Context: an optimization exercise on an open-source flow, tuned for small area, a short achievable clock period and few clock cycles per item. The choices shown serve that exercise and are no tape-out recipe.
The RTL was checked by simulation tests, not by an equivalence proof against the original design.
Power is estimated from default activity; no workload was simulated.

===== flow/run.sh =====
#!/bin/bash
# Standard layout, with the port buffers made from buf_2 cells instead of the
# default choice, and timing repair aiming further below the clock period.
set -euo pipefail
export BUFFER_PORTS_ARGS="-buffer_cell sky130_fd_sc_hd__buf_2"
export SETUP_SLACK_MARGIN=5
bash standard.sh > standard.log 2>&1

===== standard.sh =====
#!/bin/bash
# synth_recipe.tcl (not shown) runs the flow's synth.tcl, then flattens the netlist and writes it again
# the make line also repeats each setting of config.mk as NAME=value (left out here)
make -C /OpenROAD-flow-scripts/flow DESIGN_CONFIG=/design/flow/config.mk WORK_HOME=/design/flow/orfs CLKGATE_MAP_FILE= SYNTH_SCRIPT=/design/flow/synth_recipe.tcl "${@:-finish}"

===== config.mk =====
export PLATFORM = sky130hd
export DESIGN_NAME = voltmeter_display_controller_core
export DESIGN_NICKNAME = voltmeter_display_controller_core
export VERILOG_FILES = /design/flow/design.v
export SDC_FILE = /design/flow/constraint.sdc
export NUM_CORES = 4
export LEC_CHECK = 0
export ABC_CLOCK_PERIOD_IN_PS = 3000
export CAP_MARGIN = 20
export CORE_MARGIN = 2
export CORE_UTILIZATION = 40
export CTS_BUF_LIST = sky130_fd_sc_hd__clkbuf_4 sky130_fd_sc_hd__clkbuf_8
export CTS_CLUSTER_DIAMETER = 60
export CTS_CLUSTER_SIZE = 40
export SLEW_MARGIN = 20

===== constraint.sdc =====
create_clock -name core_clock -period 8.0 [get_ports {i_clk}]
set_input_delay 1.6000 -clock core_clock [delete_from_list [all_inputs] [get_ports {i_clk}]]
set_output_delay 1.6000 -clock core_clock [all_outputs]
set_load 0.01 [all_outputs]

===== design.v =====
`default_nettype none
package vdc_pkg;
    localparam int ADC_W      = 10;
    localparam int ACC_W      = 13;    
    localparam int CNT_W      = 3;
    localparam int FUNC_W     = 2;
    localparam int SW_W       = 4;
    localparam int VAL_W      = 7;
    localparam int DUTY_W     = 7;
    localparam int SEG_W      = 8;
    localparam int PERIOD_W   = 16;
    localparam int PL_W       = 10;    
    localparam int OPD_W      = 11;    
    localparam int CFG_IDX_W  = 3;
    localparam int CFG_DATA_W = 16;
    localparam logic [PERIOD_W-1:0] PERIOD_RST = 16'd25000;
    localparam logic [DUTY_W-1:0]   LEVEL0_RST = 7'd3;
    localparam logic [DUTY_W-1:0]   LEVEL1_RST = 7'd15;
    localparam logic [DUTY_W-1:0]   LEVEL2_RST = 7'd40;
    localparam logic [DUTY_W-1:0]   LEVEL3_RST = 7'd90;
    localparam logic [ACC_W-1:0] ACC_BIAS = 13'd120;
    localparam logic [FUNC_W-1:0] FUNC_SAMPLE  = 2'd0;
    localparam logic [FUNC_W-1:0] FUNC_REFRESH = 2'd1;
    localparam logic [FUNC_W-1:0] FUNC_SWITCH  = 2'd2;
    localparam logic [FUNC_W-1:0] FUNC_NONE    = 2'd3;
    function automatic logic [SEG_W-1:0] refresh_seg(input logic t, input logic [VAL_W-1:0] v);
        case ({t, v})
            8'h00: refresh_seg = 8'h77;
            8'h01: refresh_seg = 8'h41;
            8'h02: refresh_seg = 8'h3B;
            8'h03: refresh_seg = 8'h6B;
            8'h04: refresh_seg = 8'h4D;
            8'h05: refresh_seg = 8'h6E;
            8'h06: refresh_seg = 8'h7E;
            8'h07: refresh_seg = 8'h43;
            8'h08: refresh_seg = 8'h7F;
            8'h09: refresh_seg = 8'h6F;
            8'h0A: refresh_seg = 8'h77;
            8'h0B: refresh_seg = 8'h41;
            8'h0C: refresh_seg = 8'h3B;
            8'h0D: refresh_seg = 8'h6B;
            8'h0E: refresh_seg = 8'h4D;
            8'h0F: refresh_seg = 8'h6E;
            8'h10: refresh_seg = 8'h7E;
            8'h11: refresh_seg = 8'h43;
            8'h12: refresh_seg = 8'h7F;
            8'h13: refresh_seg = 8'h6F;
            8'h14: refresh_seg = 8'h77;
            8'h15: refresh_seg = 8'h41;
            8'h16: refresh_seg = 8'h3B;
            8'h17: refresh_seg = 8'h6B;
            8'h18: refresh_seg = 8'h4D;
            8'h19: refresh_seg = 8'h6E;
            8'h1A: refresh_seg = 8'h7E;
            8'h1B: refresh_seg = 8'h43;
            8'h1C: refresh_seg = 8'h7F;
            8'h1D: refresh_seg = 8'h6F;
            8'h1E: refresh_seg = 8'h77;
            8'h1F: refresh_seg = 8'h41;
            8'h20: refresh_seg = 8'h3B;
            8'h21: refresh_seg = 8'h6B;
            8'h22: refresh_seg = 8'h4D;
            8'h23: refresh_seg = 8'h6E;
            8'h24: refresh_seg = 8'h7E;
            8'h25: refresh_seg = 8'h43;
            8'h26: refresh_seg = 8'h7F;
            8'h27: refresh_seg = 8'h6F;
            8'h28: refresh_seg = 8'h77;
            8'h29: refresh_seg = 8'h41;
            8'h2A: refresh_seg = 8'h3B;
            8'h2B: refresh_seg = 8'h6B;
            8'h2C: refresh_seg = 8'h4D;
            8'h2D: refresh_seg = 8'h6E;
            8'h2E: refresh_seg = 8'h7E;
            8'h2F: refresh_seg = 8'h43;
            8'h30: refresh_seg = 8'h7F;
            8'h31: refresh_seg = 8'h6F;
            8'h32: refresh_seg = 8'h77;
            8'h33: refresh_seg = 8'h41;
            8'h34: refresh_seg = 8'h3B;
            8'h35: refresh_seg = 8'h6B;
            8'h36: refresh_seg = 8'h4D;
            8'h37: refresh_seg = 8'h6E;
            8'h38: refresh_seg = 8'h7E;
            8'h39: refresh_seg = 8'h43;
            8'h3A: refresh_seg = 8'h7F;
            8'h3B: refresh_seg = 8'h6F;
            8'h3C: refresh_seg = 8'h77;
            8'h3D: refresh_seg = 8'h41;
            8'h3E: refresh_seg = 8'h3B;
            8'h3F: refresh_seg = 8'h6B;
            8'h40: refresh_seg = 8'h4D;
            8'h41: refresh_seg = 8'h6E;
            8'h42: refresh_seg = 8'h7E;
            8'h43: refresh_seg = 8'h43;
            8'h44: refresh_seg = 8'h7F;
            8'h45: refresh_seg = 8'h6F;
            8'h46: refresh_seg = 8'h77;
            8'h47: refresh_seg = 8'h41;
            8'h48: refresh_seg = 8'h3B;
            8'h49: refresh_seg = 8'h6B;
            8'h4A: refresh_seg = 8'h4D;
            8'h4B: refresh_seg = 8'h6E;
            8'h4C: refresh_seg = 8'h7E;
            8'h4D: refresh_seg = 8'h43;
            8'h4E: refresh_seg = 8'h7F;
            8'h4F: refresh_seg = 8'h6F;
            8'h50: refresh_seg = 8'h77;
            8'h51: refresh_seg = 8'h41;
            8'h52: refresh_seg = 8'h3B;
            8'h53: refresh_seg = 8'h6B;
            8'h54: refresh_seg = 8'h4D;
            8'h55: refresh_seg = 8'h6E;
            8'h56: refresh_seg = 8'h7E;
            8'h57: refresh_seg = 8'h43;
            8'h58: refresh_seg = 8'h7F;
            8'h59: refresh_seg = 8'h6F;
            8'h5A: refresh_seg = 8'h77;
            8'h5B: refresh_seg = 8'h41;
            8'h5C: refresh_seg = 8'h3B;
            8'h5D: refresh_seg = 8'h6B;
            8'h5E: refresh_seg = 8'h4D;
            8'h5F: refresh_seg = 8'h6E;
            8'h60: refresh_seg = 8'h7E;
            8'h61: refresh_seg = 8'h43;
            8'h62: refresh_seg = 8'h7F;
            8'h63: refresh_seg = 8'h6F;
            8'h64: refresh_seg = 8'h77;
            8'h65: refresh_seg = 8'h41;
            8'h66: refresh_seg = 8'h3B;
            8'h67: refresh_seg = 8'h6B;
            8'h68: refresh_seg = 8'h4D;
            8'h69: refresh_seg = 8'h6E;
            8'h6A: refresh_seg = 8'h7E;
            8'h6B: refresh_seg = 8'h43;
            8'h6C: refresh_seg = 8'h7F;
            8'h6D: refresh_seg = 8'h6F;
            8'h6E: refresh_seg = 8'h77;
            8'h6F: refresh_seg = 8'h41;
            8'h70: refresh_seg = 8'h3B;
            8'h71: refresh_seg = 8'h6B;
            8'h72: refresh_seg = 8'h4D;
            8'h73: refresh_seg = 8'h6E;
            8'h74: refresh_seg = 8'h7E;
            8'h75: refresh_seg = 8'h43;
            8'h76: refresh_seg = 8'h7F;
            8'h77: refresh_seg = 8'h6F;
            8'h78: refresh_seg = 8'h77;
            8'h79: refresh_seg = 8'h41;
            8'h7A: refresh_seg = 8'h3B;
            8'h7B: refresh_seg = 8'h6B;
            8'h7C: refresh_seg = 8'h4D;
            8'h7D: refresh_seg = 8'h6E;
            8'h7E: refresh_seg = 8'h7E;
            8'h7F: refresh_seg = 8'h43;
            8'h80: refresh_seg = 8'hF7;
            8'h81: refresh_seg = 8'hF7;
            8'h82: refresh_seg = 8'hF7;
            8'h83: refresh_seg = 8'hF7;
            8'h84: refresh_seg = 8'hF7;
            8'h85: refresh_seg = 8'hF7;
            8'h86: refresh_seg = 8'hF7;
            8'h87: refresh_seg = 8'hF7;
            8'h88: refresh_seg = 8'hF7;
            8'h89: refresh_seg = 8'hF7;
            8'h8A: refresh_seg = 8'hC1;
            8'h8B: refresh_seg = 8'hC1;
            8'h8C: refresh_seg = 8'hC1;
            8'h8D: refresh_seg = 8'hC1;
            8'h8E: refresh_seg = 8'hC1;
            8'h8F: refresh_seg = 8'hC1;
            8'h90: refresh_seg = 8'hC1;
            8'h91: refresh_seg = 8'hC1;
            8'h92: refresh_seg = 8'hC1;
            8'h93: refresh_seg = 8'hC1;
            8'h94: refresh_seg = 8'hBB;
            8'h95: refresh_seg = 8'hBB;
            8'h96: refresh_seg = 8'hBB;
            8'h97: refresh_seg = 8'hBB;
            8'h98: refresh_seg = 8'hBB;
            8'h99: refresh_seg = 8'hBB;
            8'h9A: refresh_seg = 8'hBB;
            8'h9B: refresh_seg = 8'hBB;
            8'h9C: refresh_seg = 8'hBB;
            8'h9D: refresh_seg = 8'hBB;
            8'h9E: refresh_seg = 8'hEB;
            8'h9F: refresh_seg = 8'hEB;
            8'hA0: refresh_seg = 8'hEB;
            8'hA1: refresh_seg = 8'hEB;
            8'hA2: refresh_seg = 8'hEB;
            8'hA3: refresh_seg = 8'hEB;
            8'hA4: refresh_seg = 8'hEB;
            8'hA5: refresh_seg = 8'hEB;
            8'hA6: refresh_seg = 8'hEB;
            8'hA7: refresh_seg = 8'hEB;
            8'hA8: refresh_seg = 8'hCD;
            8'hA9: refresh_seg = 8'hCD;
            8'hAA: refresh_seg = 8'hCD;
            8'hAB: refresh_seg = 8'hCD;
            8'hAC: refresh_seg = 8'hCD;
            8'hAD: refresh_seg = 8'hCD;
            8'hAE: refresh_seg = 8'hCD;
            8'hAF: refresh_seg = 8'hCD;
            8'hB0: refresh_seg = 8'hCD;
            8'hB1: refresh_seg = 8'hCD;
            8'hB2: refresh_seg = 8'hEE;
            8'hB3: refresh_seg = 8'hEE;
            8'hB4: refresh_seg = 8'hEE;
            8'hB5: refresh_seg = 8'hEE;
            8'hB6: refresh_seg = 8'hEE;
            8'hB7: refresh_seg = 8'hEE;
            8'hB8: refresh_seg = 8'hEE;
            8'hB9: refresh_seg = 8'hEE;
            8'hBA: refresh_seg = 8'hEE;
            8'hBB: refresh_seg = 8'hEE;
            8'hBC: refresh_seg = 8'hFE;
            8'hBD: refresh_seg = 8'hFE;
            8'hBE: refresh_seg = 8'hFE;
            8'hBF: refresh_seg = 8'hFE;
            8'hC0: refresh_seg = 8'hFE;
            8'hC1: refresh_seg = 8'hFE;
            8'hC2: refresh_seg = 8'hFE;
            8'hC3: refresh_seg = 8'hFE;
            8'hC4: refresh_seg = 8'hFE;
            8'hC5: refresh_seg = 8'hFE;
            8'hC6: refresh_seg = 8'hC3;
            8'hC7: refresh_seg = 8'hC3;
            8'hC8: refresh_seg = 8'hC3;
            8'hC9: refresh_seg = 8'hC3;
            8'hCA: refresh_seg = 8'hC3;
            8'hCB: refresh_seg = 8'hC3;
            8'hCC: refresh_seg = 8'hC3;
            8'hCD: refresh_seg = 8'hC3;
            8'hCE: refresh_seg = 8'hC3;
            8'hCF: refresh_seg = 8'hC3;
            8'hD0: refresh_seg = 8'hFF;
            8'hD1: refresh_seg = 8'hFF;
            8'hD2: refresh_seg = 8'hFF;
            8'hD3: refresh_seg = 8'hFF;
            8'hD4: refresh_seg = 8'hFF;
            8'hD5: refresh_seg = 8'hFF;
            8'hD6: refresh_seg = 8'hFF;
            8'hD7: refresh_seg = 8'hFF;
            8'hD8: refresh_seg = 8'hFF;
            8'hD9: refresh_seg = 8'hFF;
            8'hDA: refresh_seg = 8'hEF;
            8'hDB: refresh_seg = 8'hEF;
            8'hDC: refresh_seg = 8'hEF;
            8'hDD: refresh_seg = 8'hEF;
            8'hDE: refresh_seg = 8'hEF;
            8'hDF: refresh_seg = 8'hEF;
            8'hE0: refresh_seg = 8'hEF;
            8'hE1: refresh_seg = 8'hEF;
            8'hE2: refresh_seg = 8'hEF;
            8'hE3: refresh_seg = 8'hEF;
            8'hE4: refresh_seg = 8'hDF;
            8'hE5: refresh_seg = 8'hDF;
            8'hE6: refresh_seg = 8'hDF;
            8'hE7: refresh_seg = 8'hDF;
            8'hE8: refresh_seg = 8'hDF;
            8'hE9: refresh_seg = 8'hDF;
            8'hEA: refresh_seg = 8'hDF;
            8'hEB: refresh_seg = 8'hDF;
            8'hEC: refresh_seg = 8'hDF;
            8'hED: refresh_seg = 8'hDF;
            8'hEE: refresh_seg = 8'hFC;
            8'hEF: refresh_seg = 8'hFC;
            8'hF0: refresh_seg = 8'hFC;
            8'hF1: refresh_seg = 8'hFC;
            8'hF2: refresh_seg = 8'hFC;
            8'hF3: refresh_seg = 8'hFC;
            8'hF4: refresh_seg = 8'hFC;
            8'hF5: refresh_seg = 8'hFC;
            8'hF6: refresh_seg = 8'hFC;
            8'hF7: refresh_seg = 8'hFC;
            8'hF8: refresh_seg = 8'hB6;
            8'hF9: refresh_seg = 8'hB6;
            8'hFA: refresh_seg = 8'hB6;
            8'hFB: refresh_seg = 8'hB6;
            8'hFC: refresh_seg = 8'hB6;
            8'hFD: refresh_seg = 8'hB6;
            8'hFE: refresh_seg = 8'hB6;
            8'hFF: refresh_seg = 8'hB6;             
            default: refresh_seg = 8'h00;
        endcase
    endfunction
endpackage
`default_nettype wire
`default_nettype none
import vdc_pkg::*;
module vdc_cfg (
    input  wire logic                    i_clk,
    input  wire logic                    i_rst_n,
    input  wire logic                    i_cfg_we,
    input  wire logic [CFG_IDX_W-1:0]    i_cfg_idx,
    input  wire logic [CFG_DATA_W-1:0]   i_cfg_data,
    input  wire logic                    i_rotate,
    output      logic [PERIOD_W-1:0]     o_period,
    output      logic [4*DUTY_W-1:0]     o_levels
);
    logic [PERIOD_W-1:0] r_period;
    logic [DUTY_W-1:0]   r_level0, r_level1, r_level2, r_level3;
    always_ff @(posedge i_clk) begin
        if (!i_rst_n) begin
            r_period <= PERIOD_RST;
            r_level0 <= LEVEL0_RST;
            r_level1 <= LEVEL1_RST;
            r_level2 <= LEVEL2_RST;
            r_level3 <= LEVEL3_RST;
        end else begin
            if (i_cfg_we && i_cfg_idx == 3'd0) r_period <= i_cfg_data;
            else if (i_rotate)                 r_period <= {r_period[PERIOD_W-2:0], r_period[PERIOD_W-1]};
            if (i_cfg_we && i_cfg_idx == 3'd1) r_level0 <= i_cfg_data[DUTY_W-1:0];
            if (i_cfg_we && i_cfg_idx == 3'd2) r_level1 <= i_cfg_data[DUTY_W-1:0];
            if (i_cfg_we && i_cfg_idx == 3'd3) r_level2 <= i_cfg_data[DUTY_W-1:0];
            if (i_cfg_we && i_cfg_idx == 3'd4) r_level3 <= i_cfg_data[DUTY_W-1:0];
        end
    end
    assign o_period = r_period;
    assign o_levels = {r_level3, r_level2, r_level1, r_level0};
endmodule
`default_nettype wire
`default_nettype none
import vdc_pkg::*;
module vdc_state (
    input  wire logic                 i_clk,
    input  wire logic                 i_rst_n,
    input  wire logic                 i_load,
    input  wire logic [FUNC_W-1:0]    i_func,
    input  wire logic [PL_W-1:0]      i_pl,
    output      logic [FUNC_W-1:0]    o_op,
    output      logic [OPD_W-1:0]     o_opd
);
    logic [ACC_W-1:0]  r_acc;      
    logic [CNT_W-1:0]  r_count;
    logic              r_volt;     
    logic [FUNC_W-1:0] r_op;
    logic [OPD_W-1:0]  r_opd;
    logic [ACC_W:0]    w_acc_sum;
    logic              w_sample, w_last;
    assign w_acc_sum = (ACC_W+1)'(r_acc) + (ACC_W+1)'(i_pl);
    assign w_sample  = (i_func == FUNC_SAMPLE) && r_volt;
    assign w_last    = (r_count == 3'd7);
    always_ff @(posedge i_clk) begin
        if (!i_rst_n) begin
            r_acc   <= ACC_BIAS;
            r_count <= '0;
            r_volt  <= 1'b1;
        end else if (i_load) begin
            if (w_sample) begin
                r_acc   <= w_last ? ACC_BIAS : w_acc_sum[ACC_W-1:0];
                r_count <= r_count + 3'd1;
            end
            if (i_func == FUNC_SWITCH && i_pl[9:8] != 2'd3)
                r_volt <= (i_pl[9:8] == 2'd0);
        end
    end
    always_ff @(posedge i_clk) begin
        if (i_load) begin
            if (i_func == FUNC_SAMPLE) begin
                r_op  <= (w_sample && w_last) ? FUNC_SAMPLE : FUNC_NONE;
                r_opd <= w_acc_sum[ACC_W:3];
            end else begin
                r_op  <= i_func;
                r_opd <= OPD_W'(i_pl);
            end
        end
    end
    assign o_op  = r_op;
    assign o_opd = r_opd;
endmodule
`default_nettype wire
`default_nettype none
import vdc_pkg::*;
module vdc_out (
    input  wire logic                 i_clk,
    input  wire logic                 i_rst_n,
    input  wire logic                 i_load,
    input  wire logic [FUNC_W-1:0]    i_op,
    input  wire logic [OPD_W-1:0]     i_opd,
    input  wire logic                 i_period_we,   
    input  wire logic [PERIOD_W-1:0]  i_period,
    output      logic                 o_busy,
    output      logic                 o_rotate,   
    output      logic [SEG_W-1:0]     o_seg,
    output      logic [DUTY_W-1:0]    o_duty,
    output      logic [VAL_W-1:0]     o_value,
    output      logic [PERIOD_W-1:0]  o_compare
);
    logic [VAL_W-1:0]  r_value;
    logic              r_toggle;
    logic [DUTY_W-1:0] r_duty;
    logic [SEG_W-1:0]  r_seg;      
    logic [PERIOD_W:0] r_q;
    logic [6:0]        r_rem;
    logic [5:0]        w_a;
    logic [4:0]        w_b;
    logic              w_ge1;
    logic [VAL_W-1:0]  w_avg_val;
    assign w_a       = i_opd[10:5];
    assign w_b       = i_opd[4:0];
    assign w_ge1     = w_a[5] || (w_b >= ~w_a[4:0]);
    assign w_avg_val = (w_a == 6'd31 && w_b == 5'd31) ? 7'd33 : VAL_W'(w_a) + VAL_W'(w_ge1);
    logic [1:0]        w_mode;
    logic [DUTY_W-1:0] w_lv;
    logic              w_lv_zero, w_lv_full;
    assign w_mode    = i_opd[9:8];
    assign w_lv      = i_opd[DUTY_W-1:0];
    assign w_lv_zero = (w_lv == 7'd0);
    assign w_lv_full = (w_lv >= 7'd100);
    logic w_sw, w_set0, w_setp, w_start;
    assign w_sw    = i_load && (i_op == FUNC_SWITCH);
    assign w_set0  = w_sw && (w_mode == 2'd0 || (w_mode == 2'd2 && w_lv_zero));
    assign w_setp  = w_sw && (w_mode == 2'd1 || (w_mode == 2'd2 && w_lv_full));
    assign w_start = (i_period_we && r_duty != 7'd0) || (w_sw && w_mode == 2'd2 && !w_lv_zero && !w_lv_full);
    always_ff @(posedge i_clk) begin
        if (!i_rst_n) begin
            r_value  <= '0;
            r_toggle <= 1'b0;
            r_duty   <= '0;
            r_seg    <= '0;
        end else if (i_load) begin
            case (i_op)
                FUNC_SAMPLE: r_value <= w_avg_val;
                FUNC_REFRESH: begin
                    r_toggle <= !r_toggle;
                    r_seg    <= vdc_pkg::refresh_seg(r_toggle, r_value);
                end
                FUNC_SWITCH: case (w_mode)
                    2'd0: r_duty <= 7'd0;
                    2'd1: r_duty <= 7'd100;
                    2'd2: begin
                        r_duty  <= w_lv_full ? 7'd100 : w_lv;
                        r_value <= w_lv;
                    end
                    default: ;
                endcase
                default: ;
            endcase
        end
    end
    logic [8:0] w_t;
    logic [1:0] w_k;
    logic [8:0] w_rem;
    logic [1:0] r_kq;
    logic [PERIOD_W-1:0] w_inc;      
    always_comb begin
        for (int i = 0; i < PERIOD_W; i++)
            w_inc[i] = r_kq[1] && (&(r_q[PERIOD_W-1:0] | (16'hffff << i)));
    end
    logic       w_step;
    assign o_busy   = !r_q[PERIOD_W];
    assign w_step   = o_busy && !r_q[PERIOD_W-1];
    assign o_rotate = w_step;
    assign w_t      = {1'b0, r_rem, 1'b0} + (i_period[PERIOD_W-1] ? {2'b00, r_duty} : 9'd0);
    always_comb begin
        if (w_t >= 9'd200) begin
            w_k   = 2'd2;
            w_rem = w_t - 9'd200;
        end else if (w_t >= 9'd100) begin
            w_k   = 2'd1;
            w_rem = w_t - 9'd100;
        end else begin
            w_k   = 2'd0;
            w_rem = w_t;
        end
    end
    always_ff @(posedge i_clk) begin
        if (!i_rst_n) begin
            r_q <= {1'b1, {PERIOD_W{1'b0}}};
        end else if (w_start) begin
            r_q <= '0;      
        end else if (w_set0) begin
            r_q <= {1'b1, {PERIOD_W{1'b0}}};
        end else if (w_setp) begin
            r_q <= {1'b1, i_period};
        end else if (o_busy) begin
            r_q <= {r_q[PERIOD_W-1:0] ^ w_inc, r_kq[0]};
        end
    end
    always_ff @(posedge i_clk) begin
        if (w_start) begin
            r_kq  <= 2'd1;
            r_rem <= '0;
        end else if (w_step) begin
            r_kq  <= w_k;
            r_rem <= w_rem[6:0];
        end
    end
    assign o_seg     = r_seg;
    assign o_duty    = r_duty;
    assign o_value   = r_value;
    assign o_compare = r_q[PERIOD_W-1:0];
endmodule
`default_nettype wire
`default_nettype none
import vdc_pkg::*;
module voltmeter_display_controller_core (
    input  wire logic                           i_clk,
    input  wire logic                           i_rst_n,
    input  wire logic                           i_cfg_we,
    input  wire logic [vdc_pkg::CFG_IDX_W-1:0]  i_cfg_idx,
    input  wire logic [vdc_pkg::CFG_DATA_W-1:0] i_cfg_data,
    input  wire logic                           i_in_valid,
    output      logic                           o_in_ready,
    input  wire logic [vdc_pkg::FUNC_W-1:0]     i_in_func,
    input  wire logic [9:0]                     i_in_sample,
    input  wire logic [vdc_pkg::SW_W-1:0]       i_in_switches,
    output      logic                           o_out_valid,
    input  wire logic                           i_out_ready,
    output      logic [vdc_pkg::SEG_W-1:0]      o_out_segments,
    output      logic                           o_out_digit_high,
    output      logic [vdc_pkg::DUTY_W-1:0]     o_out_duty_percent,
    output      logic [vdc_pkg::PERIOD_W-1:0]   o_out_compare_count,
    output      logic [vdc_pkg::VAL_W-1:0]      o_out_shown_value
);
    logic [PERIOD_W-1:0]  w_period;
    logic [4*DUTY_W-1:0]  w_levels;
    logic                 w_busy, w_rotate;
    logic                 r_m_valid, r_k_valid, r_p_valid, r_s_pend;
    logic                 w_take, w_adv1, w_adv2;
    assign o_out_valid = r_s_pend && !w_busy;
    assign w_adv2      = r_p_valid && !w_busy && (!r_s_pend || i_out_ready);
    assign w_adv1      = r_m_valid && (!r_p_valid || w_adv2);
    assign o_in_ready  = !r_k_valid;
    assign w_take      = i_in_valid && !r_k_valid;
    always_ff @(posedge i_clk) begin
        if (!i_rst_n) begin
            r_m_valid <= 1'b0;
            r_k_valid <= 1'b0;
            r_p_valid <= 1'b0;
            r_s_pend  <= 1'b0;
        end else begin
            if (w_adv1) begin
                r_m_valid <= r_k_valid || w_take;
                r_k_valid <= 1'b0;
            end else if (w_take) begin
                r_m_valid <= 1'b1;
                r_k_valid <= r_m_valid;
            end
            if (w_adv1)      r_p_valid <= 1'b1;
            else if (w_adv2) r_p_valid <= 1'b0;
            if (w_adv2)                          r_s_pend <= 1'b1;
            else if (o_out_valid && i_out_ready) r_s_pend <= 1'b0;
        end
    end
    logic [FUNC_W-1:0]    r_m_func,  r_k_func;
    logic [PL_W-1:0]      r_m_pl,    r_k_pl;
    logic [PL_W-1:0]      w_in_pl;
    logic [DUTY_W-1:0]    w_in_lv;
    assign w_in_lv = w_levels[i_in_switches[3:2]*DUTY_W +: DUTY_W];
    assign w_in_pl = (i_in_func == FUNC_SWITCH) ? {i_in_switches[1:0], 1'b0, w_in_lv}
                                                : i_in_sample;
    always_ff @(posedge i_clk) begin
        if (w_adv1 ? !r_k_valid : !r_m_valid) begin
            r_m_func <= i_in_func;
            r_m_pl   <= w_in_pl;
        end else if (w_adv1) begin
            r_m_func <= r_k_func;
            r_m_pl   <= r_k_pl;
        end
        if (!r_k_valid) begin
            r_k_func <= i_in_func;
            r_k_pl   <= w_in_pl;
        end
    end
    logic w_period_we;
    assign w_period_we = i_cfg_we && (i_cfg_idx == 3'd0);
    vdc_cfg u_cfg (
        .i_clk      (i_clk),
        .i_rst_n    (i_rst_n),
        .i_cfg_we   (i_cfg_we),
        .i_cfg_idx  (i_cfg_idx),
        .i_cfg_data (i_cfg_data),
        .i_rotate   (w_rotate),
        .o_period   (w_period),
        .o_levels   (w_levels)
    );
    logic [FUNC_W-1:0]   w_op;
    logic [OPD_W-1:0]    w_opd;
    logic [SEG_W-1:0]    w_seg;
    logic [DUTY_W-1:0]   w_duty;
    logic [VAL_W-1:0]    w_value;
    logic [PERIOD_W-1:0] w_compare;
    vdc_state u_state (
        .i_clk      (i_clk),
        .i_rst_n    (i_rst_n),
        .i_load     (w_adv1),
        .i_func     (r_m_func),
        .i_pl       (r_m_pl),
        .o_op       (w_op),
        .o_opd      (w_opd)
    );
    vdc_out u_out (
        .i_clk       (i_clk),
        .i_rst_n     (i_rst_n),
        .i_load      (w_adv2),
        .i_op        (w_op),
        .i_opd       (w_opd),
        .i_period_we (w_period_we),
        .i_period    (w_period),
        .o_busy      (w_busy),
        .o_rotate    (w_rotate),
        .o_seg       (w_seg),
        .o_duty      (w_duty),
        .o_value     (w_value),
        .o_compare   (w_compare)
    );
    assign o_out_segments      = w_seg;
    assign o_out_digit_high    = w_seg[SEG_W-1];
    assign o_out_duty_percent  = w_duty;
    assign o_out_compare_count = w_compare;
    assign o_out_shown_value   = w_value;
endmodule
`default_nettype wire

==> results of run 1 <==
## registers in the layout, indices dropped and copies added, names as in the netlist, 2 cells and up
| register | cells |
|---|---|
| r_k_func | 2 |
| u_state.r_op | 2 |
| u_out.r_kq | 2 |
| r_k_pl | 10 |
| u_cfg.r_level3 | 7 |
| u_state.r_count | 3 |
| r_m_func | 2 |
| u_out.r_rem | 7 |
| u_cfg.r_level1 | 7 |
| u_out.r_duty | 7 |
| u_out.r_q | 17 |
| u_state.r_acc | 13 |
| u_cfg.r_level0 | 7 |
| r_m_pl | 10 |
| u_state.r_opd | 11 |
| u_cfg.r_level2 | 7 |
| u_out.r_seg | 8 |
| u_cfg.r_period | 16 |
| u_out.r_value | 7 |
## what timing repair did
action	CTS	global route
hold buffers	0	0
setup endpoints to repair	49	25
endpoints found under the hold margin	0	0
buffers inserted	10	7
gates resized for setup	22	19
cloned	0	1
pin swaps	9	19
## worst reg2reg max path, delay by kind of cell (launching register included)
kind            cells  cell delay (ps)
buf+inv             1               60
compound gates      6             1100
simple gates        4              920
fa+ha+maj           2              370
flops               1              400
## cells in the final DEF (no fill, tap or decap), types with 6 or more instances in the layout
cell	synthesis	final
sky130_fd_sc_hd__nand2b_1	9	9
sky130_fd_sc_hd__a31oi_1	6	6
sky130_fd_sc_hd__nor3_1	16	16
sky130_fd_sc_hd__a22oi_1	11	11
sky130_fd_sc_hd__nor2_1	86	81
sky130_fd_sc_hd__dfxtp_1	114	108
sky130_fd_sc_hd__xor2_1	14	13
sky130_fd_sc_hd__buf_2	2	80
sky130_fd_sc_hd__inv_1	31	27
sky130_fd_sc_hd__mux2_2	21	21
sky130_fd_sc_hd__xnor2_1	22	22
sky130_fd_sc_hd__mux4_2	7	7
sky130_fd_sc_hd__nand2_1	173	171
sky130_fd_sc_hd__clkbuf_8	0	17
sky130_fd_sc_hd__o21ai_0	58	56
sky130_fd_sc_hd__o211ai_1	12	12
sky130_fd_sc_hd__buf_4	17	19
sky130_fd_sc_hd__edfxtp_1	37	37
sky130_fd_sc_hd__a21o_1	9	8
sky130_fd_sc_hd__a21boi_0	21	21
sky130_fd_sc_hd__a211oi_1	7	7
sky130_fd_sc_hd__nor2b_1	37	33
sky130_fd_sc_hd__o211a_1	16	16
sky130_fd_sc_hd__a21oi_1	57	55
sky130_fd_sc_hd__a221oi_1	18	18
sky130_fd_sc_hd__and2_1	18	15
sky130_fd_sc_hd__nand3_1	53	52
sky130_fd_sc_hd__o221ai_1	9	9
sky130_fd_sc_hd__o21ai_1	7	6
sky130_fd_sc_hd__ha_1	41	36
sky130_fd_sc_hd__mux2i_1	27	27
sky130_fd_sc_hd__o22ai_1	7	7
## worst min-delay path by stage
stage,startpoint,to,slack [ps],depth (start not counted)
6_report,u_state.r_acc[0],u_state.r_acc[0],470,2
5_1_grt,u_out.r_seg[6],u_out.r_seg[6],490,2
4_1_cts,u_state.r_acc[0],u_state.r_acc[0],470,2
3_5_place_dp,u_cfg.r_level0[1],u_cfg.r_level0[1],460,2
3_3_place_gp,u_cfg.r_level0[5],u_cfg.r_level0[5],450,2
2_1_floorplan,u_cfg.r_level0[0],u_cfg.r_level0[0],440,2
## final cells by class
cell class | instances | share of cell area (%)
Sequential cell | 151 | 31.88
Clock inverter | 14 | 1.581
Inverter | 33 | 1.335
Timing Repair Buffer | 104 | 5.610
Clock buffer | 18 | 2.260
Tap cell | 319 | 3.736
Multi-Input combinational cell | 847 | 53.60
## cells by family after synthesis
group,Yosys count,synth area share [%]
compound gates,289,21.38
xor+xnor,36,3.359
fa+ha+maj,43,5.891
buf+inv,117,5.384
flops,151,36.15
mux,56,7.237
simple gates,422,20.61
## stage by stage
step           cells  instance area (um^2)  utilization (%)  power, W
5_1_grt         1486                 10680            45.92  0.002153
2_1_floorplan   1114                  9569                -  0.001261
4_1_cts         1478                 10560            45.37  0.002017
3_3_place_gp    1435                  9976            42.88  0.001357
6_report        1486                 10680            45.92  0.002040
3_5_place_dp    1436                  9983            42.92  0.001361
## where the power goes
part	internal (W)	switching, W	total (W)
Sequential	0.000837	0.0000494	0.000886
Clock	0.000316	0.000298	0.000614
Combinational	0.000246	0.000294	0.000540
## metal layers
metal / wire length, um / GRT usage, % / up-vias / share of wire, %
met5: 0 / 0 / - / 0
met4: 261 / 4.848 / 0 / 1.1
met3: 964 / 2.781 / 23 / 4.0
met2: 11040 / 31.25 / 178 / 46
met1: 11580 / 27.67 / 3870 / 49
li1: - / - / 4054 / -
## synth_stat cells (12+ instances only)
master / instances / area (um^2)
sky130_fd_sc_hd__nand2_1: 173 / 649.4
sky130_fd_sc_hd__buf_4: 17 / 127.6
sky130_fd_sc_hd__edfxtp_1: 37 / 1111
sky130_fd_sc_hd__ha_1: 41 / 513.0
sky130_fd_sc_hd__o211ai_1: 12 / 90.09
sky130_fd_sc_hd__nor2_1: 86 / 322.8
sky130_fd_sc_hd__a21boi_0: 21 / 157.7
sky130_fd_sc_hd__mux2i_1: 27 / 270.3
sky130_fd_sc_hd__nor2b_1: 37 / 231.5
sky130_fd_sc_hd__nand3_1: 53 / 265.3
sky130_fd_sc_hd__dfxtp_1: 114 / 2282
sky130_fd_sc_hd__and2_1: 18 / 112.6
sky130_fd_sc_hd__o211a_1: 16 / 160.2
sky130_fd_sc_hd__o21ai_0: 58 / 290.3
sky130_fd_sc_hd__xnor2_1: 22 / 192.7
sky130_fd_sc_hd__a21oi_1: 57 / 285.3
sky130_fd_sc_hd__clkbuf_1: 59 / 221.5
sky130_fd_sc_hd__xor2_1: 14 / 122.6
sky130_fd_sc_hd__nor3_1: 16 / 80.08
sky130_fd_sc_hd__mux2_2: 21 / 236.5
sky130_fd_sc_hd__a221oi_1: 18 / 157.7
sky130_fd_sc_hd__inv_1: 31 / 116.4
==> metrics.json, run 1 <==
{
  "sta": {
    "fin_ws_ps": 5045,
    "setup_tns_ps": 0,
    "holdWs_ps": 470.8,
    "fmax_mhz": 338.5,
    "final_period_minus_worst_setup_slack_ps": 2955,
    "finalSetupViolCount": 0,
    "timing.final.crit_share_pct": 36.93,
    "setup_clock_skew_after_layout_ps": 13.90,
    "worst_slew_margin_rel_pct": 46.97,
    "rsz0062_at_grt": "yes",
    "final_hold_vios": 0,
    "finalMaxSlewViolations": 0,
    "max_slew.worst_pin.slew_ps": 793.8
  },
  "synthesis": {
    "synth.distinct_cells": 81,
    "synth_edf_count": 37,
    "post_synth.cell_area_avg_um2": 8.427,
    "synth.ff_latch_count": 151,
    "syn-instance-count": 1114,
    "ys.flop_type": "sky130_fd_sc_hd__dfxtp_1",
    "synth_sequential_area_ratio_pct": 36.15,
    "synth.cell_area_um2": 9388,
    "yosysWarnings": 4,
    "proportion_of_register_bits_with_asynchronous_set_or_reset_after_synthesis_pct": 0,
    "synth.net_count": 1197
  },
  "run": {
    "max_cap_violations": 0
  },
  "critical_path": {
    "critical_path.max_stage_delay_ps": 400,
    "reg2reg_setup_slack_ps": 5050,
    "timing.critical_path.fanout_max": 7,
    "worstReg2RegEnd": "u_out.r_rem[5]",
    "critical_path_depth": 13,
    "critical_path_buf_inv_count": 1,
    "worst-endpoint-arrival_ps": 3310,
    "crit-reg2reg-launch": "u_cfg.r_period[15]",
    "worstRegToRegCells": 13,
    "critical_path_class": "register to register",
    "critical_path_s_most_frequent_cell": "sky130_fd_sc_hd__ha_4",
    "setup.worst_path.end": "u_out.r_rem[5]",
    "timing.critical_path.cells": "and2_4 > ha_4 > a211oi_4 > nor2_2 > or2_4 > ha_4 > inv_2 > a21oi_2 > a22o_1 > a21o_4 > or3_4 > o211a_1 > a2111oi_2",
    "critical_path.slowest_cell": "sky130_fd_sc_hd__dfxtp_4",
    "crit_family": "compound AO/OA/AOI/OAI gates",
    "timing.critical_path.required_ps": 8360,
    "critPathLaunch": "u_cfg.r_period[15]",
    "timing.critical_path.to_type": "register",
    "timing.critical_path.from_type": "register"
  },
  "finish": {
    "sequential_cell_area_um2": 3406,
    "area.growth.synth_to_final_pct": 13.79,
    "antenna_cells_inserted": 0,
    "num-nets-final": 1237,
    "area_used_by_multi_input_combinational_logic_um2": 5725,
    "n_fill_cell": 2315,
    "fraction_of_layout_instances_using_a_drive_strength_above_1_pct": 19.62
  },
  "global_routing": {
    "grt_max_degree": 63,
    "wire_length_of_the_first_global_routing_pass_um": 38800,
    "first_global_vias": 7510,
    "globalRouteOverflowTotal": 0,
    "antenna_found_initial": 0,
    "grt.total_usage_pct": 19.50
  },
  "clocking": {
    "cts-root-buf": "sky130_fd_sc_hd__clkbuf_8",
    "cts_tree": "done",
    "clock_insertion_delay_worst_skew_ps": 460,
    "cts-htree-levels": 4,
    "cts_sinks": 151,
    "path_clk_slew_ps": 90,
    "clock_path_buffers": 2,
    "tritoncts.num_buffers": 17
  },
  "die": {
    "horizontal_die_dimension_um": 157.2,
    "core_um2": 23260,
    "initial_core_utilization_pct": 40.36,
    "boundaryPins": 81,
    "floorplan.rows": 56,
    "die_area_um2": 24710,
    "die_y_um": 157.2
  },
  "placed_design": {
    "pre_cts_slack_ps": 3645,
    "dp_hpwl_um": 16460,
    "port-buffer-count": 80,
    "globalplace.congestion": 0.8671
  },
  "drt": {
    "detailedRoute.firstIterationViolations": 483,
    "vias_per_cell": 5.468,
    "drtPass1Iterations": 6,
    "post_drt_wl_per_cell_um": 16.04,
    "drc": 0,
    "finalWirelength_um": 23840,
    "dr_total_vias": 8125,
    "routed_antenna_nets": 0
  },
  "power_and_ir_drop": {
    "powerDensity_nw_per_um2": 191.0,
    "power_leakage_nw": 4.400,
    "vdd_ir_drop_max_mv": 0.1050
  },
  "run_status": {
    "status": "complete, no violations"
  },
  "min_path": {
    "worst_hold_path_type": "register to register"
  }
}
Testbench counts, summed over its fixed seeds: cycles 17,396, items 16,046.
==> run 2, diff against run 1 <==
--- a/config.mk
+++ b/config.mk
@@ -6,5 +6,5 @@
 export NUM_CORES = 4
 export LEC_CHECK = 0
-export ABC_CLOCK_PERIOD_IN_PS = 3000
+export ABC_CLOCK_PERIOD_IN_PS = 2000
 export CAP_MARGIN = 20
 export CORE_MARGIN = 2
==> run 2 against run 1 <==
Synthesized cell count is the same. Highest routed layer unchanged. Cell count is the same. Die area is the same. Non-clock buffer count is the same. Critical endpoint unchanged. Flip-flop and latch count is the same. Area after synthesis is the same. Clock power is essentially flat. Wire length is the same.
==> metrics.json, run 2 <==
{
  "die": {
    "floorplan.rows": 56,
    "die_area_um2": 24710,
    "boundaryPins": 81,
    "horizontal_die_dimension_um": 157.2,
    "core_um2": 23260,
    "die_y_um": 157.2,
    "initial_core_utilization_pct": 40.36
  },
  "clocking": {
    "cts_tree": "done",
    "clock_path_buffers": 2,
    "tritoncts.num_buffers": 17,
    "cts-root-buf": "sky130_fd_sc_hd__clkbuf_8",
    "cts_sinks": 151,
    "cts-htree-levels": 4,
    "path_clk_slew_ps": 90,
    "holdBufCountCts": 0,
    "clock_insertion_delay_worst_skew_ps": 460
  },
  "critical_path": {
    "timing.critical_path.fanout_max": 7,
    "reg2reg_setup_slack_ps": 5050,
    "timing.critical_path.from_type": "register",
    "timing.critical_path.cells": "and2_4 > ha_4 > a211oi_4 > nor2_2 > or2_4 > ha_4 > inv_2 > a21oi_2 > a22o_1 > a21o_4 > or3_4 > o211a_1 > a2111oi_2",
    "critical_path_s_most_frequent_cell": "sky130_fd_sc_hd__ha_4",
    "critical_path_depth": 13,
    "crit-reg2reg-launch": "u_cfg.r_period[15]",
    "critical_path_class": "register to register",
    "worstReg2RegEnd": "u_out.r_rem[5]",
    "timing.critical_path.to_type": "register",
    "worstRegToRegCells": 13,
    "critical_path_buf_inv_count": 1,
    "worst-endpoint-arrival_ps": 3310,
    "timing.critical_path.required_ps": 8360,
    "critical_path.max_stage_delay_ps": 400,
    "crit_family": "compound AO/OA/AOI/OAI gates",
    "critical_path.slowest_cell": "sky130_fd_sc_hd__dfxtp_4"
  },
  "finish": {
    "n_fill_cell": 2315,
    "antenna_cells_inserted": 0,
    "leading_cell_type_in_the_layout_fill_and_taps_excluded": "sky130_fd_sc_hd__nand2_1",
    "biggestRegsByFlops": "u_out.r_q: 17 flops, u_cfg.r_period: 16 flops, u_state.r_acc: 13 flops",
    "stdcell_count": 1486,
    "top_register": "u_out.r_q",
    "area.growth.synth_to_final_pct": 13.79,
    "num-nets-final": 1237,
    "fraction_of_layout_instances_using_a_drive_strength_above_1_pct": 19.62,
    "largest_register_ffs": 17,
    "layout.cells.most_common_list": "171 x sky130_fd_sc_hd__nand2_1, 108 x sky130_fd_sc_hd__dfxtp_1, 81 x sky130_fd_sc_hd__nor2_1",
    "postLayoutCoreUtil_pct": 45.92
  },
  "global_routing": {
    "globalRouteOverflowTotal": 0,
    "wire_length_of_the_first_global_routing_pass_um": 38800,
    "first_global_vias": 7510,
    "antenna_found_initial": 0,
    "grt_max_degree": 63,
    "grt.total_usage_pct": 19.50
  },
  "sta": {
    "timing.final.crit_share_pct": 36.93,
    "finalMaxSlewViolations": 0,
    "max_slew.worst_pin.slew_ps": 793.8,
    "finalSetupViolCount": 0,
    "setup_tns_ps": 0,
    "rsz0062_at_grt": "yes",
    "final_period_minus_worst_setup_slack_ps": 2955,
    "fmax_mhz": 338.5,
    "final_hold_vios": 0,
    "setup_clock_skew_after_layout_ps": 13.90,
    "worst_slew_margin_rel_pct": 46.97,
    "holdWs_ps": 470.8
  },
  "min_path": {
    "hold_path_startpoint": "u_state.r_acc[0]",
    "holdPathEnd": "u_state.r_acc[0]",
    "hold_depth": 2,
    "worst_hold_path_type": "register to register"
  },
  "drt": {
    "routed_antenna_nets": 0,
    "wl_met2_um": 11040,
    "m1WireLength_um": 11580,
    "drc": 0,
    "routed.top_layer": "met4",
    "drtPass1Iterations": 6,
    "finalWirelength_um": 23840,
    "vias_per_cell": 5.468,
    "dr_total_vias": 8125,
    "dr_wl_met3_um": 964,
    "detailedRoute.firstIterationViolations": 483,
    "post_drt_wl_per_cell_um": 16.04
  },
  "synthesis": {
    "ys.flop_type": "sky130_fd_sc_hd__dfxtp_1",
    "synth_xor_area_share_pct": 3.359,
    "main_combinational_cell_family_by_area_after_synthesis": "compound AO/OA/AOI/OAI gates",
    "syn-instance-count": 1114,
    "synth_most_common_cell": "sky130_fd_sc_hd__nand2_1",
    "synthAdderAreaFrac_pct": 5.891,
    "yosysWarnings": 4,
    "synth.distinct_cells": 81,
    "proportion_of_register_bits_with_asynchronous_set_or_reset_after_synthesis_pct": 0,
    "synth.mux.area_fraction_pct": 7.237,
    "post_synth.cell_area_avg_um2": 8.427,
    "synthesized_area_fraction_occupied_by_ao_oa_aoi_and_oai_cells_pct": 21.38,
    "synth.cell_area_um2": 9388,
    "synth_simple_gate_area_share_pct": 20.61,
    "yosysTopAreaCellShare_pct": 24.31,
    "post-synth-top-area-cell": "sky130_fd_sc_hd__dfxtp_1",
    "synth.ff_latch_count": 151,
    "synth.area.top_cells": "sky130_fd_sc_hd__dfxtp_1 24%, sky130_fd_sc_hd__edfxtp_1 12%, sky130_fd_sc_hd__nand2_1 6.9%, sky130_fd_sc_hd__ha_1 5.5%, sky130_fd_sc_hd__nor2_1 3.4%",
    "yosys-top-cells-count": "173 x sky130_fd_sc_hd__nand2_1, 114 x sky130_fd_sc_hd__dfxtp_1, 86 x sky130_fd_sc_hd__nor2_1",
    "synth_edf_count": 37,
    "synth.net_count": 1197,
    "synth_sequential_area_ratio_pct": 36.15
  },
  "placed_design": {
    "port-buffer-count": 80,
    "globalplace.congestion": 0.8671,
    "place.detailed.instances": 1436,
    "dp_hpwl_um": 16460
  },
  "power_and_ir_drop": {
    "powerDensity_nw_per_um2": 191.0,
    "vdd_ir_drop_max_mv": 0.1050,
    "total_power_w": 0.002040,
    "power_leakage_nw": 4.400
  },
  "run": {
    "max_cap_violations": 0
  },
  "run_status": {
    "status": "complete, no violations"
  }
}
## run 2: worst reg2reg max path, cell delays in order, from the launching register on
cell and delay (ps):
sky130_fd_sc_hd__dfxtp_4 400, sky130_fd_sc_hd__and2_4 180, sky130_fd_sc_hd__ha_4 200, sky130_fd_sc_hd__a211oi_4 280, sky130_fd_sc_hd__nor2_2 70, sky130_fd_sc_hd__or2_4 290
sky130_fd_sc_hd__ha_4 170, sky130_fd_sc_hd__inv_2 60, sky130_fd_sc_hd__a21oi_2 50, sky130_fd_sc_hd__a22o_1 220, sky130_fd_sc_hd__a21o_4 240, sky130_fd_sc_hd__or3_4 380
sky130_fd_sc_hd__o211a_1 130, sky130_fd_sc_hd__a2111oi_2 180
## run 2: area by class of cell
type                    count  area (um^2)  share of cell area [%]
multi-input cells         847         5725                   53.60
well taps                 319        399.1                   3.736
flip-flops and latches    151         3406                   31.88
inverters                  33        142.6                   1.335
clock buffers              18        241.5                   2.260
repair buffers            104        599.3                   5.610
clock inverters            14        168.9                   1.581
## run 2: logic make-up (layout without fill, tap and decap cells)
group,after synthesis,count (layout)
AOI/OAI and AO/OA,289,289
DFF,151,151
muxes,56,56
adders and majority gates,43,43
xor gates and xnor gates,36,36
buffers and inverters,117,169
and+or+nand+nor,422,423
## run 2: where the power goes
part	internal, W	switching, W
clock	0.000316	0.000298
combinational	0.000246	0.000294
sequential	0.000837	0.0000494
total	0.00140	0.000642
## run 2: worst max path at each step
stage | startpoint | end | slack [ps]
2_1_floorplan | i_out_ready | u_state.r_acc[10] | 4870
3_3_place_gp | i_cfg_we | u_out.r_q[1] | 3700
3_5_place_dp | i_cfg_we | u_out.r_q[1] | 3650
4_1_cts | u_out.r_q[16] | o_out_valid | 4910
5_1_grt | u_cfg.r_period[15] | u_out.r_rem[6] | 4920
6_report | u_cfg.r_period[15] | u_out.r_rem[5] | 5050
## run 2: metrics by stage
step / worst slack, ps / area [um^2]
final: 5045 / 10680
after global routing: 4925 / 10680
after CTS: 4910 / 10560
after detailed placement: 3645 / 9983
after global placement: 3696 / 9976
after floorplan: 4872 / 9569
## run 2: per-layer routing
metal | global-route usage, % | vias up
met3 | 2.781 | 23
met5 | 0 | -
met1 | 27.67 | 3870
met2 | 31.25 | 178
li1 | - | 4054
met4 | 4.848 | 0
## run 2: what timing repair did
item / 4_1_cts / 5_1_grt
pin swaps: 9 / 19
setup endpoints to repair: 49 / 25
cloned: 0 / 1
setup buffers: 10 / 7
resized for setup: 22 / 19
==> run 3, diff against run 2 <==
--- a/config.mk
+++ b/config.mk
@@ -7,5 +7,5 @@
 export LEC_CHECK = 0
 export ABC_CLOCK_PERIOD_IN_PS = 2000
-export CAP_MARGIN = 20
+export CAP_MARGIN = 5
 export CORE_MARGIN = 2
 export CORE_UTILIZATION = 40
@@ -13,3 +13,3 @@
 export CTS_CLUSTER_DIAMETER = 60
 export CTS_CLUSTER_SIZE = 40
-export SLEW_MARGIN = 20
+export SLEW_MARGIN = 5
==> run 3 against run 2 <==
Fmax decreased by 1.2%. Sequential power about the same. Largest cell class unchanged. Global-route usage increased by 0.14 points. Clock skew increased by 2.8 ps.
==> metrics.json, run 3 <==
{
  "clocking": {
    "cts_sinks": 151,
    "tritoncts.num_buffers": 17,
    "clock_path_buffers": 2,
    "cts-htree-levels": 4,
    "clock_insertion_delay_worst_skew_ps": 470,
    "cts_tree": "done",
    "cts-root-buf": "sky130_fd_sc_hd__clkbuf_8",
    "path_clk_slew_ps": 90,
    "holdBufCountCts": 0
  },
  "critical_path": {
    "critical_path.slowest_cell": "sky130_fd_sc_hd__dfxtp_4",
    "timing.critical_path.fanout_max": 7,
    "timing.critical_path.from_type": "register",
    "critical_path_class": "register to register",
    "crit-reg2reg-launch": "u_cfg.r_period[15]",
    "worstReg2RegEnd": "u_out.r_rem[5]",
    "crit_family": "compound AO/OA/AOI/OAI gates",
    "critPathLaunch": "u_cfg.r_period[15]",
    "critical_path.max_stage_delay_ps": 380,
    "timing.critical_path.required_ps": 8370,
    "setup.worst_path.end": "u_out.r_rem[5]",
    "worst-endpoint-arrival_ps": 3360,
    "critical_path_s_most_frequent_cell": "sky130_fd_sc_hd__ha_4",
    "reg2reg_setup_slack_ps": 5010,
    "critical_path_buf_inv_count": 2,
    "critical_path_depth": 14,
    "timing.critical_path.cells": "and2_4 > ha_4 > nor2_1 > o21ba_2 > or2_4 > ha_4 > inv_2 > a21oi_2 > a22o_1 > a21o_1 > buf_4 > o221ai_1 > a21oi_1 > a2111oi_2",
    "worstRegToRegCells": 14,
    "timing.critical_path.to_type": "register"
  },
  "finish": {
    "area_used_by_multi_input_combinational_logic_um2": 5689,
    "finish.instance_area_um2": 10720,
    "leading_cell_type_in_the_layout_fill_and_taps_excluded": "sky130_fd_sc_hd__nand2_1",
    "num-nets-final": 1236,
    "layout.cells.most_common_list": "171 x sky130_fd_sc_hd__nand2_1, 108 x sky130_fd_sc_hd__dfxtp_1, 83 x sky130_fd_sc_hd__nor2_1",
    "sequential_cell_area_um2": 3406,
    "largest_register_ffs": 17,
    "antenna_cells_inserted": 0,
    "fraction_of_layout_instances_using_a_drive_strength_above_1_pct": 18.95,
    "n_fill_cell": 2298,
    "area.growth.synth_to_final_pct": 14.15,
    "top_register": "u_out.r_q",
    "biggestRegsByFlops": "u_out.r_q: 17 flops, u_cfg.r_period: 16 flops, u_state.r_acc: 13 flops"
  },
  "die": {
    "die_y_um": 157.2,
    "horizontal_die_dimension_um": 157.2,
    "core_um2": 23260,
    "die_area_um2": 24710,
    "initial_core_utilization_pct": 40.36,
    "floorplan.rows": 56,
    "boundaryPins": 81
  },
  "placed_design": {
    "placedInstanceArea_um2": 9976,
    "port-buffer-count": 80,
    "globalplace.congestion": 0.8671,
    "dp_hpwl_um": 16410,
    "pre_cts_slack_ps": 3581
  },
  "min_path": {
    "worst_hold_path_type": "register to register",
    "hold_depth": 2
  },
  "global_routing": {
    "grt_max_degree": 63,
    "first_global_vias": 7576,
    "antenna_found_initial": 0,
    "globalRouteOverflowTotal": 0,
    "wire_length_of_the_first_global_routing_pass_um": 39080,
    "grt.total_usage_pct": 19.65
  },
  "sta": {
    "holdWs_ps": 470.2,
    "timing.final.crit_share_pct": 37.39,
    "finalMaxSlewViolations": 0,
    "worst_slew_margin_rel_pct": 45.85,
    "finalSetupViolCount": 0,
    "fmax_mhz": 334.3,
    "final_period_minus_worst_setup_slack_ps": 2991,
    "final_hold_vios": 0,
    "fin_ws_ps": 5009,
    "rsz0062_at_grt": "yes",
    "setup_tns_ps": 0,
    "setup_clock_skew_after_layout_ps": 16.71,
    "max_slew.worst_pin.slew_ps": 810.6
  },
  "synthesis": {
    "synth.cell_area_um2": 9388,
    "synth.area.top_cells": "sky130_fd_sc_hd__dfxtp_1 24%, sky130_fd_sc_hd__edfxtp_1 12%, sky130_fd_sc_hd__nand2_1 6.9%, sky130_fd_sc_hd__ha_1 5.5%, sky130_fd_sc_hd__nor2_1 3.4%",
    "synth.net_count": 1197,
    "synth.ff_latch_count": 151,
    "yosysTopAreaCellShare_pct": 24.31,
    "synth_most_common_cell": "sky130_fd_sc_hd__nand2_1",
    "synth.distinct_cells": 81,
    "ys.flop_type": "sky130_fd_sc_hd__dfxtp_1",
    "syn-instance-count": 1114,
    "post-synth-top-area-cell": "sky130_fd_sc_hd__dfxtp_1",
    "synth_edf_count": 37,
    "yosys-top-cells-count": "173 x sky130_fd_sc_hd__nand2_1, 114 x sky130_fd_sc_hd__dfxtp_1, 86 x sky130_fd_sc_hd__nor2_1",
    "proportion_of_register_bits_with_asynchronous_set_or_reset_after_synthesis_pct": 0,
    "synth_sequential_area_ratio_pct": 36.15,
    "yosysWarnings": 4,
    "post_synth.cell_area_avg_um2": 8.427
  },
  "power_and_ir_drop": {
    "power_leakage_nw": 4.422,
    "powerDensity_nw_per_um2": 197.8,
    "vdd_ir_drop_max_mv": 0.1041
  },
  "drt": {
    "drtPass1Iterations": 5,
    "finalWirelength_um": 23740,
    "drc": 0,
    "detailedRoute.firstIterationViolations": 506,
    "routed_antenna_nets": 0,
    "vias_per_cell": 5.466,
    "post_drt_wl_per_cell_um": 15.98,
    "dr_total_vias": 8117
  },
  "run": {
    "max_cap_violations": 0
  },
  "run_status": {
    "status": "complete, no violations"
  }
}
[run 3: cell counts after synthesis]
No cell type changed its count.
[run 3: cell type report]
cell class | instances | area share [%]
Sequential cell | 151 | 31.78
Clock buffer | 20 | 2.393
Multi-Input combinational cell | 846 | 53.09
Tap cell | 319 | 3.724
Clock inverter | 12 | 2.090
Timing Repair Buffer | 104 | 5.593
Inverter | 33 | 1.331
[run 3: cell families after synthesis]
group | Yosys count | share of synthesized area (%)
buf+inv | 117 | 5.384
xor+xnor | 36 | 3.359
compound gates | 289 | 21.38
simple gates | 422 | 20.61
fa+ha+maj | 43 | 5.891
flops | 151 | 36.15
mux | 56 | 7.237
[run 3: worst min-delay path by stage]
stage,startpoint,to,slack (ps)
6_report,u_state.r_acc[0],u_state.r_acc[0],470
3_5_place_dp,u_cfg.r_level3[6],u_cfg.r_level3[6],460
2_1_floorplan,u_cfg.r_level0[0],u_cfg.r_level0[0],440
4_1_cts,u_state.r_acc[0],u_state.r_acc[0],470
5_1_grt,u_state.r_acc[9],u_state.r_acc[9],490
3_3_place_gp,u_cfg.r_level0[5],u_cfg.r_level0[5],450
[run 3: layer usage]
metal | up-vias | GRT usage, % | routed length (um)
li1 | 4058 | - | -
met1 | 3828 | 27.76 | 11680
met2 | 211 | 31.05 | 10750
met3 | 20 | 3.276 | 1072
met4 | 0 | 5.325 | 224
met5 | - | 0 | 0
[run 3: per-stage QoR]
step           util [%]  power (W)  cells
5_1_grt           46.07   0.002235   1485
2_1_floorplan         -   0.001261   1114
3_3_place_gp      42.88   0.001357   1435
6_report          46.07   0.002120   1485
4_1_cts           45.64   0.002108   1477
3_5_place_dp      42.88   0.001361   1435
[run 3: where the power goes]
group	internal [W]	switching (W)	total, W
sequential	0.000837	0.0000493	0.000886
combinational	0.000241	0.000287	0.000528
clock	0.000414	0.000293	0.000707
total	0.00149	0.000629	0.00212
[run 3: what timing repair did]
| item | in CTS | in global routing |
|---|---|---|
| gates cloned | 0 | 0 |
| endpoints found under the setup margin | 47 | 25 |
| resized for setup | 24 | 9 |
| setup buffers | 10 | 8 |
| pin swaps | 9 | 10 |
[run 3: worst reg2reg max path, delay by kind of cell (launching register included)]
kind	cells	cell delay, ps
AND/OR/NAND/NOR	3	520
buffers and inverters	2	200
flip-flops	1	380
AO/OA/AOI/OAI	7	1320
adder cells (fa/ha/maj)	2	480
==> run 4, diff against run 3 <==
==> flow/run.sh (replaced) <==
#!/bin/bash
# Standard layout, with the port buffers made from buf_1 cells instead of the
# default choice, and timing repair aiming further below the clock period.
set -euo pipefail
export BUFFER_PORTS_ARGS="-buffer_cell sky130_fd_sc_hd__buf_1"
export SETUP_SLACK_MARGIN=5
bash standard.sh > standard.log 2>&1
--- a/config.mk
+++ b/config.mk
@@ -7,5 +7,5 @@
 export LEC_CHECK = 0
 export ABC_CLOCK_PERIOD_IN_PS = 2000
-export CAP_MARGIN = 5
+export CAP_MARGIN = 20
 export CORE_MARGIN = 2
 export CORE_UTILIZATION = 40
@@ -13,3 +13,3 @@
 export CTS_CLUSTER_DIAMETER = 60
 export CTS_CLUSTER_SIZE = 40
-export SLEW_MARGIN = 5
+export SLEW_MARGIN = 20
==> run 4 against run 3 <==
Critical path type unchanged. Still clean on timing, DRC and antenna. Register-to-register slack about the same. Highest routed layer unchanged. Final area fell by 1.3%. Largest cell class unchanged. Worst setup slack gained 0.73 ps. Clock skew rose by 2.3 ps. Power shrank 7.5%.
==> metrics.json, run 4 <==
{
  "clocking": {
    "cts_tree": "done",
    "cts-htree-levels": 4,
    "holdBufCountCts": 0,
    "path_clk_slew_ps": 100,
    "clock_path_buffers": 2,
    "cts-root-buf": "sky130_fd_sc_hd__clkbuf_8",
    "tritoncts.num_buffers": 17,
    "cts_sinks": 151,
    "clock_insertion_delay_worst_skew_ps": 460
  },
  "min_path": {
    "worst_hold_path_type": "register to register"
  },
  "power_and_ir_drop": {
    "vdd_ir_drop_max_mv": 0.1219,
    "total_power_w": 0.001961,
    "power_leakage_nw": 4.128,
    "powerDensity_nw_per_um2": 185.3
  },
  "critical_path": {
    "worst-endpoint-arrival_ps": 3360,
    "timing.critical_path.to_type": "register",
    "timing.critical_path.from_type": "register",
    "critical_path_class": "register to register",
    "critical_path.max_stage_delay_ps": 380,
    "timing.critical_path.cells": "and2_4 > ha_4 > fa_2 > a211o_1 > a21o_1 > a21oi_2 > a221oi_2 > nor3_4 > or3_4 > a21oi_2 > a2111oi_2",
    "timing.critical_path.fanout_max": 6,
    "critical_path_buf_inv_count": 0,
    "critical_path_s_most_frequent_cell": "sky130_fd_sc_hd__a21oi_2",
    "timing.critical_path.required_ps": 8370,
    "crit_family": "compound AO/OA/AOI/OAI gates",
    "critical_path.slowest_cell": "sky130_fd_sc_hd__dfxtp_4"
  },
  "die": {
    "floorplan.rows": 56,
    "core_um2": 23260,
    "die_area_um2": 24710,
    "die_y_um": 157.2,
    "boundaryPins": 81,
    "horizontal_die_dimension_um": 157.2,
    "initial_core_utilization_pct": 40.36
  },
  "synthesis": {
    "proportion_of_register_bits_with_asynchronous_set_or_reset_after_synthesis_pct": 0,
    "post_synth.cell_area_avg_um2": 8.427,
    "yosysTopAreaCellShare_pct": 24.31,
    "synth.net_count": 1197,
    "synth_edf_count": 37,
    "syn-instance-count": 1114,
    "synth.ff_latch_count": 151,
    "ys.flop_type": "sky130_fd_sc_hd__dfxtp_1",
    "yosys-top-cells-count": "173 x sky130_fd_sc_hd__nand2_1, 114 x sky130_fd_sc_hd__dfxtp_1, 86 x sky130_fd_sc_hd__nor2_1",
    "synth.area.top_cells": "sky130_fd_sc_hd__dfxtp_1 24%, sky130_fd_sc_hd__edfxtp_1 12%, sky130_fd_sc_hd__nand2_1 6.9%, sky130_fd_sc_hd__ha_1 5.5%, sky130_fd_sc_hd__nor2_1 3.4%",
    "synth.distinct_cells": 81,
    "yosysWarnings": 4,
    "synth_most_common_cell": "sky130_fd_sc_hd__nand2_1",
    "post-synth-top-area-cell": "sky130_fd_sc_hd__dfxtp_1",
    "synth_sequential_area_ratio_pct": 36.15,
    "synth.cell_area_um2": 9388
  },
  "sta": {
    "timing.final.crit_share_pct": 37.38,
    "rsz0062_at_grt": "yes",
    "final_period_minus_worst_setup_slack_ps": 2990,
    "finalMaxSlewViolations": 0,
    "finalSetupViolCount": 0,
    "final_hold_vios": 0,
    "setup_tns_ps": 0,
    "fmax_mhz": 334.4,
    "setup_clock_skew_after_layout_ps": 18.99,
    "max_slew.worst_pin.slew_ps": 644.0,
    "worst_slew_margin_rel_pct": 56.91
  },
  "finish": {
    "biggestRegsByFlops": "u_out.r_q: 17 flops, u_cfg.r_period: 16 flops, u_state.r_acc: 13 flops",
    "top_register": "u_out.r_q",
    "num-nets-final": 1240,
    "area.growth.synth_to_final_pct": 12.71,
    "layout.cells.most_common_list": "171 x sky130_fd_sc_hd__nand2_1, 108 x sky130_fd_sc_hd__dfxtp_1, 81 x sky130_fd_sc_hd__nor2_1",
    "largest_register_ffs": 17,
    "stdcell_count": 1489,
    "leading_cell_type_in_the_layout_fill_and_taps_excluded": "sky130_fd_sc_hd__nand2_1",
    "finish.instance_area_um2": 10580,
    "antenna_cells_inserted": 0,
    "fraction_of_layout_instances_using_a_drive_strength_above_1_pct": 13.42
  },
  "placed_design": {
    "dp_hpwl_um": 16350,
    "place.detailed.instances": 1436,
    "port-buffer-count": 80,
    "placedInstanceArea_um2": 9884,
    "globalplace.congestion": 0.8996
  },
  "run": {
    "max_cap_violations": 0
  },
  "drt": {
    "dr_total_vias": 8215,
    "detailedRoute.firstIterationViolations": 521,
    "finalWirelength_um": 23960,
    "drc": 0,
    "drtPass1Iterations": 5,
    "routed_antenna_nets": 0,
    "vias_per_cell": 5.517,
    "post_drt_wl_per_cell_um": 16.09
  },
  "global_routing": {
    "antenna_found_initial": 0,
    "first_global_vias": 7500,
    "grt_max_degree": 54,
    "wire_length_of_the_first_global_routing_pass_um": 38680,
    "grt.total_usage_pct": 19.27,
    "globalRouteOverflowTotal": 0
  },
  "run_status": {
    "status": "complete, no violations"
  }
}
## run 4: cell counts after synthesis
No cell type changed its count.
## run 4: layout make-up
class | count | area (um^2)
clock buffer | 19 | 255.2
clock inverter | 13 | 115.1
fill | 2307 | 12680
inverter | 33 | 142.6
multi-input combinational | 847 | 5741
sequential | 151 | 3408
tap | 319 | 399.1
timing repair buffer | 107 | 520.5
## run 4: worst register-to-register path: stages (launching register included)
cell	delay [ps]
sky130_fd_sc_hd__dfxtp_4	380
sky130_fd_sc_hd__and2_4	150
sky130_fd_sc_hd__ha_4	170
sky130_fd_sc_hd__fa_2	390
sky130_fd_sc_hd__a211o_1	360
sky130_fd_sc_hd__a21o_1	220
sky130_fd_sc_hd__a21oi_2	170
sky130_fd_sc_hd__a221oi_2	90
sky130_fd_sc_hd__nor3_4	360
sky130_fd_sc_hd__or3_4	220
sky130_fd_sc_hd__a21oi_2	60
sky130_fd_sc_hd__a2111oi_2	340
## run 4: power by group
group	total, W	leakage (nW)	switching, W	internal, W
Combinational	0.000526	2.63	0.000290	0.000236
Clock	0.000548	0.196	0.000312	0.000237
Sequential	0.000887	1.30	0.0000505	0.000836
## run 4: path summary, 6_finish.rpt
| kind | from | end | slack (ps) | cells after the start |
|---|---|---|---|---|
| worst min-delay path | u_out.r_seg[1] | u_out.r_seg[1] | 470 | 2 |
| worst min register to register | u_out.r_seg[1] | u_out.r_seg[1] | 470 | 2 |
| worst max register to register | u_cfg.r_period[15] | u_out.r_rem[5] | 5010 | 11 |
| worst max-delay path | u_cfg.r_period[15] | u_out.r_rem[5] | 5010 | 11 |
## run 4: kinds of logic (layout without fill, tap and decap cells)
logic type	count (synthesis)	in the layout	synth area share [%]
xor+xnor	36	36	3.359
fa+ha+maj	43	43	5.891
flops	151	151	36.15
buf+inv	117	172	5.384
simple gates	422	423	20.61
mux	56	56	7.237
compound gates	289	289	21.38
## run 4: stage by stage
stage          setup WS [ps]  util [%]  hold slack [ps]
6_report                5010     45.49            467.9
5_1_grt                 4923     45.49            491.9
4_1_cts                 4884     44.82            469.8
3_5_place_dp            3646     42.49            456.3
3_3_place_gp            3748     42.46            449.1
2_1_floorplan           4872         -            435.8
## run 4: timing repair
action / in CTS / in global routing
endpoints found under the setup margin: 60 / 22
cloned: 0 / 1
gates resized for setup: 23 / 22
buffers inserted: 11 / 9
pin swaps: 7 / 20
## run 4: metal layers
metal / wire [um] / share of wire (%) / GRT usage [%]
met3: 1154 / 4.8 / 3.166
met2: 10870 / 45 / 29.69
met5: 0 / 0 / 0
met1: 11530 / 48 / 27.64
met4: 401 / 1.7 / 5.801

-- separate check: timing with driven ports --
The results above use ideal ports. As a check the final layouts listed here were re-extracted and re-timed, cells and wires unchanged. Step 1, drivers: a clkbuf_16 drives i_clk and a buf_2 each remaining input, both assumed. Step 2, shift: input delay + t, output delay - t, t = (earliest + latest rising clock arrival at the registers) / 2. This alone moves slack from input paths to output paths. a / b / c = ideal / step 1 / step 2; a / b = the first two.
| run | shift t [ns] | setup slack, ns | latest minus earliest clock arrival (ns) |
|---|---|---|---|
| run 1 | 0.490 | 5.045 / 5.040 / 4.627 | 0.017 / 0.016 |
| run 2 | 0.490 | 5.045 / 5.040 / 4.627 | 0.017 / 0.016 |
| run 3 | 0.496 | 5.009 / 5.009 / 4.614 | 0.016 / 0.017 |
| run 4 | 0.486 | 5.010 / 4.986 / 4.573 | 0.020 / 0.019 |
After both steps setup and hold are still met in every run listed. For run 4, which loses most, drivers alone change the setup slack by -0.024 ns; drivers and shift together by -0.437 ns.
